From an optimization exercise on the open Yosys and OpenROAD flow, aimed at small area, a short achievable clock period and few clock cycles; shortcuts taken in it are not production practice.
Function was checked by simulation only, so behaviour that the tests miss may differ from the original.

== run 2 ==
==> flow/design.v (excerpt) <==
module adc_divider_voltage_averager_core (
    input  logic        i_clk,
    input  logic        i_rst_n,
    input  logic        i_in_valid,
    output logic        o_in_ready,
    input  logic [15:0] i_in_data,    
    output logic        o_out_valid,
    input  logic        i_out_ready,
    output logic [23:0] o_out_data,   
    input  logic        i_cfg_we,
    input  logic [1:0]  i_cfg_idx,
    input  logic [12:0] i_cfg_data
);
Size in the first run: roughly 340 flip-flops, about 62 I/O pins, roughly 27000 um2 of cells after synthesis.
==> flow/config.mk <==
export PLATFORM = sky130hd
export DESIGN_NAME = adc_divider_voltage_averager_core
export DESIGN_NICKNAME = adc_divider_voltage_averager_core
export VERILOG_FILES = /design/flow/design.v
export SDC_FILE = /design/flow/constraint.sdc
export NUM_CORES = 4
export LEC_CHECK = 0
export ABC_AREA = 1
export CAP_MARGIN = 20
export CORE_MARGIN = 2
export CORE_UTILIZATION = 40
export SLEW_MARGIN = 20
==> flow/constraint.sdc <==
create_clock -name core_clock -period 12.0 [get_ports {i_clk}]
set_input_delay 2.4000 -clock core_clock [delete_from_list [all_inputs] [get_ports {i_clk}]]
set_output_delay 2.4000 -clock core_clock [all_outputs]
set_load 0.01 [all_outputs]
run.sh (not shown) runs the stock make flow with config.mk's settings and CLKGATE_MAP_FILE= SYNTH_SCRIPT=/design/flow/synth_recipe.tcl, a recipe that flattens the netlist after the stock synthesis.
Testbench counts of run 2, summed over its fixed seeds: cycles 3,480.
[inputs] run 1 vs run 2
--- a/flow/design.v
+++ b/flow/design.v
@@ -647,37 +647,35 @@
     adv_kr u_kr (
         .i_clk (i_clk),
         .i_ref (r_ref),
         .o_kr  (w_kr)
     );
     logic        r_ready;
     logic        w_take;
     logic [3:0]  r_cnt;
-    logic [11:0] r_xx, r_xl;
-    logic        r_xv, r_xf;
+    logic [11:0] r_xl;
+    logic        r_xv;
     logic        w_xon, w_xfirst, w_xlast;
     logic [3:0]  r_wch, r_wch2;
     assign w_take   = i_in_valid & r_ready;
-    assign w_xon    = r_xv & r_xf;
+    assign w_xon    = r_xv;
     assign w_xfirst = (r_cnt == 4'd1);
     assign w_xlast  = (r_cnt == 4'd0);
     always_ff @(posedge i_clk) begin
-        r_xx <= i_in_data[15:4];
         r_xl <= i_in_data[15:4] & {12{r_filter}};
-        r_xf <= r_filter;
         if (!i_rst_n) begin
             r_xv  <= 1'b0;
             r_cnt <= '0;
         end else begin
-            r_xv <= w_take;
+            r_xv <= w_take && r_filter;    
             if (w_take) r_cnt <= r_cnt + 4'd1;
         end
         if (w_take && (r_cnt == 4'd0)) r_wch <= i_in_data[3:0];
-        if (r_xv && w_xlast)  r_wch2 <= r_wch;
+        if (w_take && (r_cnt == 4'd15)) r_wch2 <= r_wch;
     end
     localparam logic [17:0] NEG_DIGITS = 18'b001_001_001_001_001_001;
     logic [1:0]         r_m1op, r_csop;
     logic signed [29:0] r_a;
     logic [17:0]        r_sel, r_sel2, w_sel_x, w_sel_j;
     logic               r_m1first, r_m1last, r_csfirst, r_cslast;
     logic [41:0]        w_sa, w_sb, r_csa, r_csb, w_p;
     logic               r_jpend;
@@ -689,17 +687,17 @@
     assign w_csa_op = (r_csop == OP_A);
     assign w_jwant  = w_vdone || r_jpend;
     assign w_job_go = w_jwant && !w_csa_op && !w_xon;
     adv_s3t u_s3t (
         .i_x (r_xl),
         .o_t (w_t)
     );
     adv_benc u_enc_x (
-        .i_u   ({~r_xx[11], r_xx[10:0]}),
+        .i_u   ({~r_xl[11], r_xl[10:0]}),
         .o_sel (w_sel_x)
     );
     adv_benc u_enc_j (
         .i_u   (r_jpend ? r_jp[11:0] : w_mu),    
         .o_sel (w_sel_j)
     );
     adv_mul u_mul (
         .i_a   (r_a),
@@ -753,48 +751,51 @@
     logic signed [19:0] r_vval;
     logic signed [22:0] r_acc, w_acc;
     assign w_vdone = r_vv && r_vlast;
     assign w_acc   = (r_vfirst ? 23'sd0 : r_acc) + 23'(r_vval);
     always_ff @(posedge i_clk) begin
         if (!i_rst_n) begin
             r_vv <= 1'b0;
         end else begin
-            r_vv <= (r_csop == OP_B) || (r_xv && !r_xf);
+            r_vv <= (r_csop == OP_B) || (w_take && !r_filter);
         end
         if (r_csop == OP_B) begin
             r_vval   <= w_p[41:22];
             r_vfirst <= r_csfirst;
             r_vlast  <= r_cslast;
         end else begin
-            r_vval   <= 20'(r_xx);
-            r_vfirst <= w_xfirst;
-            r_vlast  <= w_xlast;
+            r_vval   <= 20'(i_in_data[15:4]);
+            r_vfirst <= (r_cnt == 4'd0);
+            r_vlast  <= (r_cnt == 4'd15);
         end
         if (r_vv) begin
             r_acc <= w_acc;
         end
     end
     logic        r_ov;
     logic [16:0] r_omv;
+    logic [3:0]  r_och;
     logic        r_jzf;
+    logic [3:0]  r_jch;
     logic        r_jqv;
     logic [16:0] w_mv;
     assign w_mu = w_acc[22] ? 12'h800 : {~w_acc[15], w_acc[14:4]};
     always_ff @(posedge i_clk) begin
         if (!i_rst_n) begin
             r_jpend <= 1'b0;
             r_jqv   <= 1'b0;
         end else begin
             r_jpend <= w_jwant && !w_job_go;
             r_jqv   <= (r_csop == OP_J);
         end
         if (w_vdone) begin
             r_jp  <= 17'(w_mu);
             r_jzf <= w_acc[22] && (r_ref != '0);
+            r_jch <= r_wch2;
         end
         if (r_csop == OP_J) begin
             r_jp <= w_p[40:24];
         end
     end
     adv_read u_read (
         .i_mv   (r_jp),
         .i_zero (r_jzf),
@@ -807,43 +808,46 @@
             r_ov <= 1'b0;
         end else if (r_jqv) begin
             r_ov <= 1'b1;
         end else if (i_out_ready) begin
             r_ov <= 1'b0;
         end
         if (r_jqv) begin
             r_omv <= w_mv;
+            r_och <= r_jch;
         end
     end
     assign o_out_valid = r_ov;
-    assign o_out_data  = {3'b000, r_omv, r_wch2};
+    assign o_out_data  = {3'b000, r_omv, r_och};
     logic       r_pend;
     logic       w_pend_n;
     logic [3:0] w_cnt_n;
-    logic       w_ton, r_ton1, r_ton2, r_ton3;
+    logic       w_ton, r_ton1, r_ton2, r_ton3, r_ton4;
     logic       w_jwant_n, w_block;
     assign w_ton     = w_take & r_filter;
     assign w_cnt_n   = w_take ? r_cnt + 4'd1 : r_cnt;
     assign w_pend_n  = (w_take && (r_cnt == 4'd15)) || (r_pend && !(r_ov && i_out_ready));
     assign w_jwant_n = (w_jwant && !w_job_go)
-                     || ((r_csop == OP_B) ? r_cslast : (r_xv && !r_xf && w_xlast));
+                     || ((r_csop == OP_B) ? r_cslast : (w_take && !r_filter && (r_cnt == 4'd15)));
     assign w_block = (r_filter && r_ton1)                              
-                   || (!r_filter && (w_ton || r_ton1 || r_ton2 || r_ton3))  
+                   || (!r_filter && (w_ton || r_ton1 || r_ton2 || r_ton3 || r_ton4))  
                    || (r_filter && w_jwant_n && (w_ton || r_ton2))      
                    || ((w_cnt_n == 4'd15) && w_pend_n);                
     always_ff @(posedge i_clk) begin
         if (!i_rst_n) begin
             r_pend  <= 1'b0;
             r_ready <= 1'b0;
             r_ton1  <= 1'b0;
             r_ton2  <= 1'b0;
             r_ton3  <= 1'b0;
+            r_ton4  <= 1'b0;
         end else begin
             r_pend  <= w_pend_n;
             r_ready <= !w_block;
             r_ton1  <= w_ton;
             r_ton2  <= r_ton1;
             r_ton3  <= r_ton2;
+            r_ton4  <= r_ton3;
         end
     end
     assign o_in_ready = r_ready;
 endmodule
==> comparison <==
First-pass GRT wire length: run 1 > run 2
Run 1 vs run 2: worst path required time down
Looking at end of the critical path, the r_a[22] result is from run 1; the r_csb[31] one comes from run 2.
Run 1 against run 2: logic depth of the worst register-to-register path higher, effective utilization at floorplan closely matched the old numbers, final-stage net count went up by 58, final worst slack decreased by 0.12 ns relative to the old numbers.
Testbench counts of run 1, summed over its fixed seeds: cycles 3,464.

[port drivers added, routing unchanged]
In the flow no input, the clock included, has a driving cell. The finished layouts below were timed again as built, in two steps.
Step 1 assumes that a clkbuf_16 drives the clock port and a buf_2 every other input.
Step 2 adds t to the input delays and takes it off the output delays; t is the mean of the earliest and latest rising clock arrival at the registers after step 1. Input paths then give back, and output paths get back, about the clock's delay inside the block.
a / b / c = ideal ports / drivers / drivers and shift; a / b = the first two.
run | t (ns) | slack for setup (ns) | worst register clock-pin slew, ns | cell pins on the clock port's net
run 2 | 0.639 | 7.862 / 7.862 / 7.716 | 0.06 / 0.06 | 1
run 1 | 0.651 | 7.739 / 7.739 / 7.690 | 0.06 / 0.06 | 1
After both steps every run listed still meets setup and hold. For run 2, which loses most, drivers alone change the setup slack by 0.000 ns; drivers and shift together by -0.146 ns.
